Source: an optimization exercise on an open RTL-to-GDS flow (aim: small area). Production flows keep margins and buffers that such runs may drop.
In this exercise RTL edits were held to simulation tests only and were not proved equivalent to the original.
The flow treats the clock pin as an ideal source, which a real chip does not have.

Setup of run A:
Design booth_mul, start of the top module:
module booth_mul (
  input  logic                     Clk,
  input  logic                     Reset,
  input  logic                     start,
  input  logic [1:0]               op,
  input  logic [mul_pkg::XLEN-1:0] a,
  input  logic [mul_pkg::XLEN-1:0] b,
  input  logic [mul_pkg::RD_W-1:0] rd,
  output logic                     done,
  output logic [mul_pkg::RD_W-1:0] rd_out,
  output logic [mul_pkg::XLEN-1:0] result
);
export LEC_CHECK = 0
export ABC_AREA = 1
export CAP_MARGIN = 0
export CORE_MARGIN = 2
export CORE_UTILIZATION = 50
export SLEW_MARGIN = 0
create_clock -name core_clock -period 4.5 [get_ports {Clk}]
standard.sh (not shown) runs the stock make flow with config.mk's settings and CLKGATE_MAP_FILE= SYNTH_SCRIPT=/design/flow/synth_recipe.tcl, a recipe that flattens the netlist after the stock synthesis.
==> flow/flow/run.sh <==
#!/bin/bash
# Own layout flow: the standard flow (standard.sh) with five changes.
#  1. After the standard synthesis, polfix.py removes inverters between full
#     adders by reading some adders as working on complemented values (a full
#     adder is self-dual); the logic function and the registers are unchanged.
#  2. Ports are buffered with buf_1 instead of the default buffer cell.
#  3. Global placement keeps no buffers from its timing-driven repair
#     (GPL_KEEP_OVERFLOW=0); the later repair steps still run.
#  4. Clock tree synthesis uses clusters of up to 25 registers within 100 um
#     and no dummy loads.
#  5. After clock tree synthesis, skew.tcl delays the clock of the stage-1
#     registers (x1, y1, gg1, gp1: between the multiplier tree and the final
#     adder) by a chain of two clock buffers per leaf net (at most
#     12 registers per chain). Both their input and output
#     paths are register-to-register paths inside the design.
# Each tool's output goes to a log file of its own in this folder.
set -euo pipefail
W=$(pwd)
F=$W/flow
R=$W/orfs/results/${FLOW_PLATFORM}/booth_mul/base
LIB=$FLOW_HOME/platforms/$FLOW_PLATFORM/lib/sky130_fd_sc_hd__tt_025C_1v80.lib
export BUFFER_PORTS_ARGS="-buffer_cell sky130_fd_sc_hd__buf_1"
export GPL_KEEP_OVERFLOW=0
export CTS_ARGS="-sink_clustering_enable -repair_clock_nets -sink_clustering_size 25 -sink_clustering_max_diameter 100 -dont_use_dummy_load"

bash standard.sh synth > $W/log_1_synth.log 2>&1
cp $R/1_2_yosys.v $W/standard_synth.v
python3 $F/polfix.py $W/standard_synth.v $R/1_2_yosys.v > $W/log_2_polfix.log 2>&1
rm -f $R/1_synth.odb $R/1_synth.sdc
bash standard.sh cts > $W/log_3_floorplan_place_cts.log 2>&1
cp $R/4_cts.odb $W/cts_before_skew.odb
SKEW_MAX=12 SKEW_DB=$W/cts_before_skew.odb SKEW_LIB=$LIB SKEW_BUF="sky130_fd_sc_hd__clkbuf_2 sky130_fd_sc_hd__clkbuf_8" \
  SKEW_REGEXP='^(x1|y1|gg1|gp1)[^A-Za-z0-9_]' SKEW_OUT=$R/4_cts.odb \
  openroad -no_init -exit $F/skew.tcl > $W/log_4_skew.log 2>&1
bash standard.sh finish > $W/log_5_route_finish.log 2>&1
==> flow/flow/skew.tcl <==
# Delays the clock of the registers whose names match SKEW_REGEXP by a chain of buffers per
# clock-tree leaf net, after clock tree synthesis.
set db_file $::env(SKEW_DB)
read_db $db_file
read_liberty $::env(SKEW_LIB)
set block [ord::get_db_block]
# SKEW_BUF lists the buffers of the chain, first to last
set masters {}
foreach b $::env(SKEW_BUF) { lappend masters [[ord::get_db] findMaster $b] }
array set groups {}
foreach inst [$block getInsts] {
  set name [$inst getName]
  foreach pat [list $::env(SKEW_REGEXP)] {
    if {[regexp $pat $name]} {
      set it [$inst findITerm CLK]
      if {$it eq "NULL" || $it eq ""} { continue }
      set net [$it getNet]
      lappend groups([$net getName]) $it
      break
    }
  }
}
# split a leaf's registers into chunks of at most SKEW_MAX, ordered by x
proc inst_x {it} { set b [[$it getInst] getBBox]; return [$b xMin] }
set chunks {}
foreach netname [lsort [array names groups]] {
  set its [lsort -command {apply {{p q} { expr {[inst_x $p] - [inst_x $q]} }}} $groups($netname)]
  set n [llength $its]
  set k [expr {($n + $::env(SKEW_MAX) - 1) / $::env(SKEW_MAX)}]
  set per [expr {($n + $k - 1) / $k}]
  for {set s 0} {$s < $n} {incr s $per} {
    lappend chunks [list $netname [lrange $its $s [expr {$s + $per - 1}]]]
  }
}
set i 0
foreach chunk $chunks {
  lassign $chunk netname its
  set net [$block findNet $netname]
  set sx 0; set sy 0
  foreach it $its {
    set b [[$it getInst] getBBox]
    set sx [expr {$sx + ([$b xMin] + [$b xMax]) / 2}]
    set sy [expr {$sy + ([$b yMin] + [$b yMax]) / 2}]
  }
  set n [llength $its]
  set x [expr {$sx / $n}]
  set y [expr {$sy / $n}]
  set k 0
  set in $net
  foreach master $masters {
    set buf [odb::dbInst_create $block $master "skew_buf_${i}_$k"]
    set nn [odb::dbNet_create $block "skew_clk_${i}_$k"]
    $nn setSigType CLOCK
    [$buf findITerm A] connect $in
    [$buf findITerm X] connect $nn
    $buf setLocation $x $y
    $buf setPlacementStatus PLACED
    set in $nn
    incr k
  }
  foreach it $its {
    $it disconnect
    $it connect $nn
  }
  puts "skew: $netname -> $n registers"
  incr i
}
global_connect
detailed_placement
check_placement -verbose
write_db $::env(SKEW_OUT)
Other scripts of this flow, unchanged in this note and not shown: flow/flow/polfix.py
Inputs modified between run A and run B:
Settings: CAP_MARGIN now 20, was 0; SLEW_MARGIN now 20, was 0.
--- a/flow/flow/run.sh
+++ b/flow/flow/run.sh
@@ -2 +2 @@
-# Own layout flow: the standard flow (standard.sh) with five changes.
+# Own layout flow: the standard flow (standard.sh) with three changes.
@@ -7,5 +7 @@
-#  3. Global placement keeps no buffers from its timing-driven repair
-#     (GPL_KEEP_OVERFLOW=0); the later repair steps still run.
-#  4. Clock tree synthesis uses clusters of up to 25 registers within 100 um
-#     and no dummy loads.
-#  5. After clock tree synthesis, skew.tcl delays the clock of the stage-1
+#  3. After clock tree synthesis, skew.tcl delays the clock of the stage-1
@@ -13,2 +9 @@
-#     adder) by a chain of two clock buffers per leaf net (at most
-#     12 registers per chain). Both their input and output
+#     adder) by a chain of two clock buffers per leaf net. Both their input and output
@@ -23,2 +17,0 @@
-export GPL_KEEP_OVERFLOW=0
-export CTS_ARGS="-sink_clustering_enable -repair_clock_nets -sink_clustering_size 25 -sink_clustering_max_diameter 100 -dont_use_dummy_load"
@@ -32 +25 @@
-SKEW_MAX=12 SKEW_DB=$W/cts_before_skew.odb SKEW_LIB=$LIB SKEW_BUF="sky130_fd_sc_hd__clkbuf_2 sky130_fd_sc_hd__clkbuf_8" \
+SKEW_DB=$W/cts_before_skew.odb SKEW_LIB=$LIB SKEW_BUF="sky130_fd_sc_hd__clkbuf_2 sky130_fd_sc_hd__clkbuf_8" \
--- a/flow/flow/skew.tcl
+++ b/flow/flow/skew.tcl
@@ -23,3 +23 @@
-# split a leaf's registers into chunks of at most SKEW_MAX, ordered by x
-proc inst_x {it} { set b [[$it getInst] getBBox]; return [$b xMin] }
-set chunks {}
+set i 0
@@ -27,11 +24,0 @@
-  set its [lsort -command {apply {{p q} { expr {[inst_x $p] - [inst_x $q]} }}} $groups($netname)]
-  set n [llength $its]
-  set k [expr {($n + $::env(SKEW_MAX) - 1) / $::env(SKEW_MAX)}]
-  set per [expr {($n + $k - 1) / $k}]
-  for {set s 0} {$s < $n} {incr s $per} {
-    lappend chunks [list $netname [lrange $its $s [expr {$s + $per - 1}]]]
-  }
-}
-set i 0
-foreach chunk $chunks {
-  lassign $chunk netname its
@@ -38,0 +26 @@
+  set its $groups($netname)
Findings:
- Area taken by multi-input logic gates essentially unchanged between run B and run A.
- Against run A, run B comes in 1.2 points higher on utilization.
- Going from run A to run B, maximum frequency now sits higher; worst setup slack climbed 0.043 ns.
- Run B vs. run A: design area went up by about 2.2%.
- Of the two candidates, run A has the worse routed wire length and run B the better one.
- Run B vs. run A: share of the clock period used by the worst path after layout now sits lower, global-route usage decreased by 0.59 points relative to the old numbers.
Changes in run C relative to run B:
Settings: swapping 20 for 0 in CAP_MARGIN; swapping 20 for 0 in SLEW_MARGIN; swapping 50 for 40 in CORE_UTILIZATION.
--- a/flow/flow/run.sh
+++ b/flow/flow/run.sh
@@ -2 +2 @@
-# Own layout flow: the standard flow (standard.sh) with three changes.
+# Own layout flow: the standard flow (standard.sh) with five changes.
@@ -7 +7,5 @@
-#  3. After clock tree synthesis, skew.tcl delays the clock of the stage-1
+#  3. Global placement keeps no buffers from its timing-driven repair
+#     (GPL_KEEP_OVERFLOW=0); the later repair steps still run.
+#  4. Clock tree synthesis uses clusters of up to 25 registers within 100 um
+#     and no dummy loads.
+#  5. After clock tree synthesis, skew.tcl delays the clock of the stage-1
@@ -9 +13,2 @@
-#     adder) by a chain of two clock buffers per leaf net. Both their input and output
+#     adder) by a chain of two clock buffers per leaf net (at most
+#     12 registers per chain). Both their input and output
@@ -17,0 +23,2 @@
+export GPL_KEEP_OVERFLOW=0
+export CTS_ARGS="-sink_clustering_enable -repair_clock_nets -sink_clustering_size 25 -sink_clustering_max_diameter 100 -dont_use_dummy_load"
@@ -25 +32 @@
-SKEW_DB=$W/cts_before_skew.odb SKEW_LIB=$LIB SKEW_BUF="sky130_fd_sc_hd__clkbuf_2 sky130_fd_sc_hd__clkbuf_8" \
+SKEW_MAX=12 SKEW_DB=$W/cts_before_skew.odb SKEW_LIB=$LIB SKEW_BUF="sky130_fd_sc_hd__clkbuf_2 sky130_fd_sc_hd__clkbuf_8" \
--- a/flow/flow/skew.tcl
+++ b/flow/flow/skew.tcl
@@ -22,0 +23,12 @@
+# split a leaf's registers into chunks of at most SKEW_MAX, ordered by x
+proc inst_x {it} { set b [[$it getInst] getBBox]; return [$b xMin] }
+set chunks {}
+foreach netname [lsort [array names groups]] {
+  set its [lsort -command {apply {{p q} { expr {[inst_x $p] - [inst_x $q]} }}} $groups($netname)]
+  set n [llength $its]
+  set k [expr {($n + $::env(SKEW_MAX) - 1) / $::env(SKEW_MAX)}]
+  set per [expr {($n + $k - 1) / $k}]
+  for {set s 0} {$s < $n} {incr s $per} {
+    lappend chunks [list $netname [lrange $its $s [expr {$s + $per - 1}]]]
+  }
+}
@@ -24 +36,2 @@
-foreach netname [lsort [array names groups]] {
+foreach chunk $chunks {
+  lassign $chunk netname its
@@ -26 +38,0 @@
-  set its $groups($netname)
### Flow results
Diff run B -> run C: sequential share of layout area shows an increase of 1.6 points.
### run C -> run D
Settings: CAP_MARGIN: 0 -> 20; SLEW_MARGIN: 0 -> 20.
--- a/flow/flow/run.sh
+++ b/flow/flow/run.sh
@@ -2 +2 @@
-# Own layout flow: the standard flow (standard.sh) with five changes.
+# Own layout flow: the standard flow (standard.sh) with three changes.
@@ -7,5 +7 @@
-#  3. Global placement keeps no buffers from its timing-driven repair
-#     (GPL_KEEP_OVERFLOW=0); the later repair steps still run.
-#  4. Clock tree synthesis uses clusters of up to 25 registers within 100 um
-#     and no dummy loads.
-#  5. After clock tree synthesis, skew.tcl delays the clock of the stage-1
+#  3. After clock tree synthesis, skew.tcl delays the clock of the stage-1
@@ -13,2 +9 @@
-#     adder) by a chain of two clock buffers per leaf net (at most
-#     12 registers per chain). Both their input and output
+#     adder) by a chain of two clock buffers per leaf net. Both their input and output
@@ -23,2 +17,0 @@
-export GPL_KEEP_OVERFLOW=0
-export CTS_ARGS="-sink_clustering_enable -repair_clock_nets -sink_clustering_size 25 -sink_clustering_max_diameter 100 -dont_use_dummy_load"
@@ -32 +25 @@
-SKEW_MAX=12 SKEW_DB=$W/cts_before_skew.odb SKEW_LIB=$LIB SKEW_BUF="sky130_fd_sc_hd__clkbuf_2 sky130_fd_sc_hd__clkbuf_8" \
+SKEW_DB=$W/cts_before_skew.odb SKEW_LIB=$LIB SKEW_BUF="sky130_fd_sc_hd__clkbuf_2 sky130_fd_sc_hd__clkbuf_8" \
--- a/flow/flow/skew.tcl
+++ b/flow/flow/skew.tcl
@@ -23,3 +23 @@
-# split a leaf's registers into chunks of at most SKEW_MAX, ordered by x
-proc inst_x {it} { set b [[$it getInst] getBBox]; return [$b xMin] }
-set chunks {}
+set i 0
@@ -27,11 +24,0 @@
-  set its [lsort -command {apply {{p q} { expr {[inst_x $p] - [inst_x $q]} }}} $groups($netname)]
-  set n [llength $its]
-  set k [expr {($n + $::env(SKEW_MAX) - 1) / $::env(SKEW_MAX)}]
-  set per [expr {($n + $k - 1) / $k}]
-  for {set s 0} {$s < $n} {incr s $per} {
-    lappend chunks [list $netname [lrange $its $s [expr {$s + $per - 1}]]]
-  }
-}
-set i 0
-foreach chunk $chunks {
-  lassign $chunk netname its
@@ -38,0 +26 @@
+  set its $groups($netname)
==> comparison <==
- Run D vs. run C: number of gates on the worst path with buffers counted moved up; width of the die closely matched the old numbers; global-route wire length before repair lower; area growth from synthesis to layout rose by 5.1 points.
- Looking at smallest hold slack across both flows, run D is the stronger of the two, with run C trailing.
- Compared to run C, run D leaves less free space in the core.
- Looking at cell area, run D sits 4.6% above run C.
- NOTE placer congestion estimate run C->run D increased by a little under 10%
- Post-route clock period utilization: run D and run C compared, lower one is run D

separate check: timing with driven ports:
Ports are ideal in the flow. The routed layouts listed here were re-timed in OpenROAD. Step 1 assumes that a clkbuf_16 drives the clock port and a buf_2 every other input. Step 2, shift: input delay + t, output delay - t, t = (earliest + latest rising clock arrival at the registers) / 2. This alone moves slack from input paths to output paths. Three values: ideal, step 1, step 2; two values: the first two.
run	t, ns	slack for setup (ns)	hold slack, ns	clock arrival spread, ns
run A	0.751	0.099 / 0.099 / 0.099	0.271 / 0.231 / 0.296	0.314 / 0.314
run B	0.751	0.142 / 0.142 / 0.142	0.312 / 0.312 / 0.312	0.290 / 0.290
run C	0.746	0.103 / 0.103 / 0.103	0.203 / 0.162 / 0.275	0.298 / 0.299
run D	0.740	0.172 / 0.172 / 0.172	0.301 / 0.301 / 0.301	0.270 / 0.270
In run A the clock reaches the registers at very different times; t lies between them, and the last value is a rough guide only.
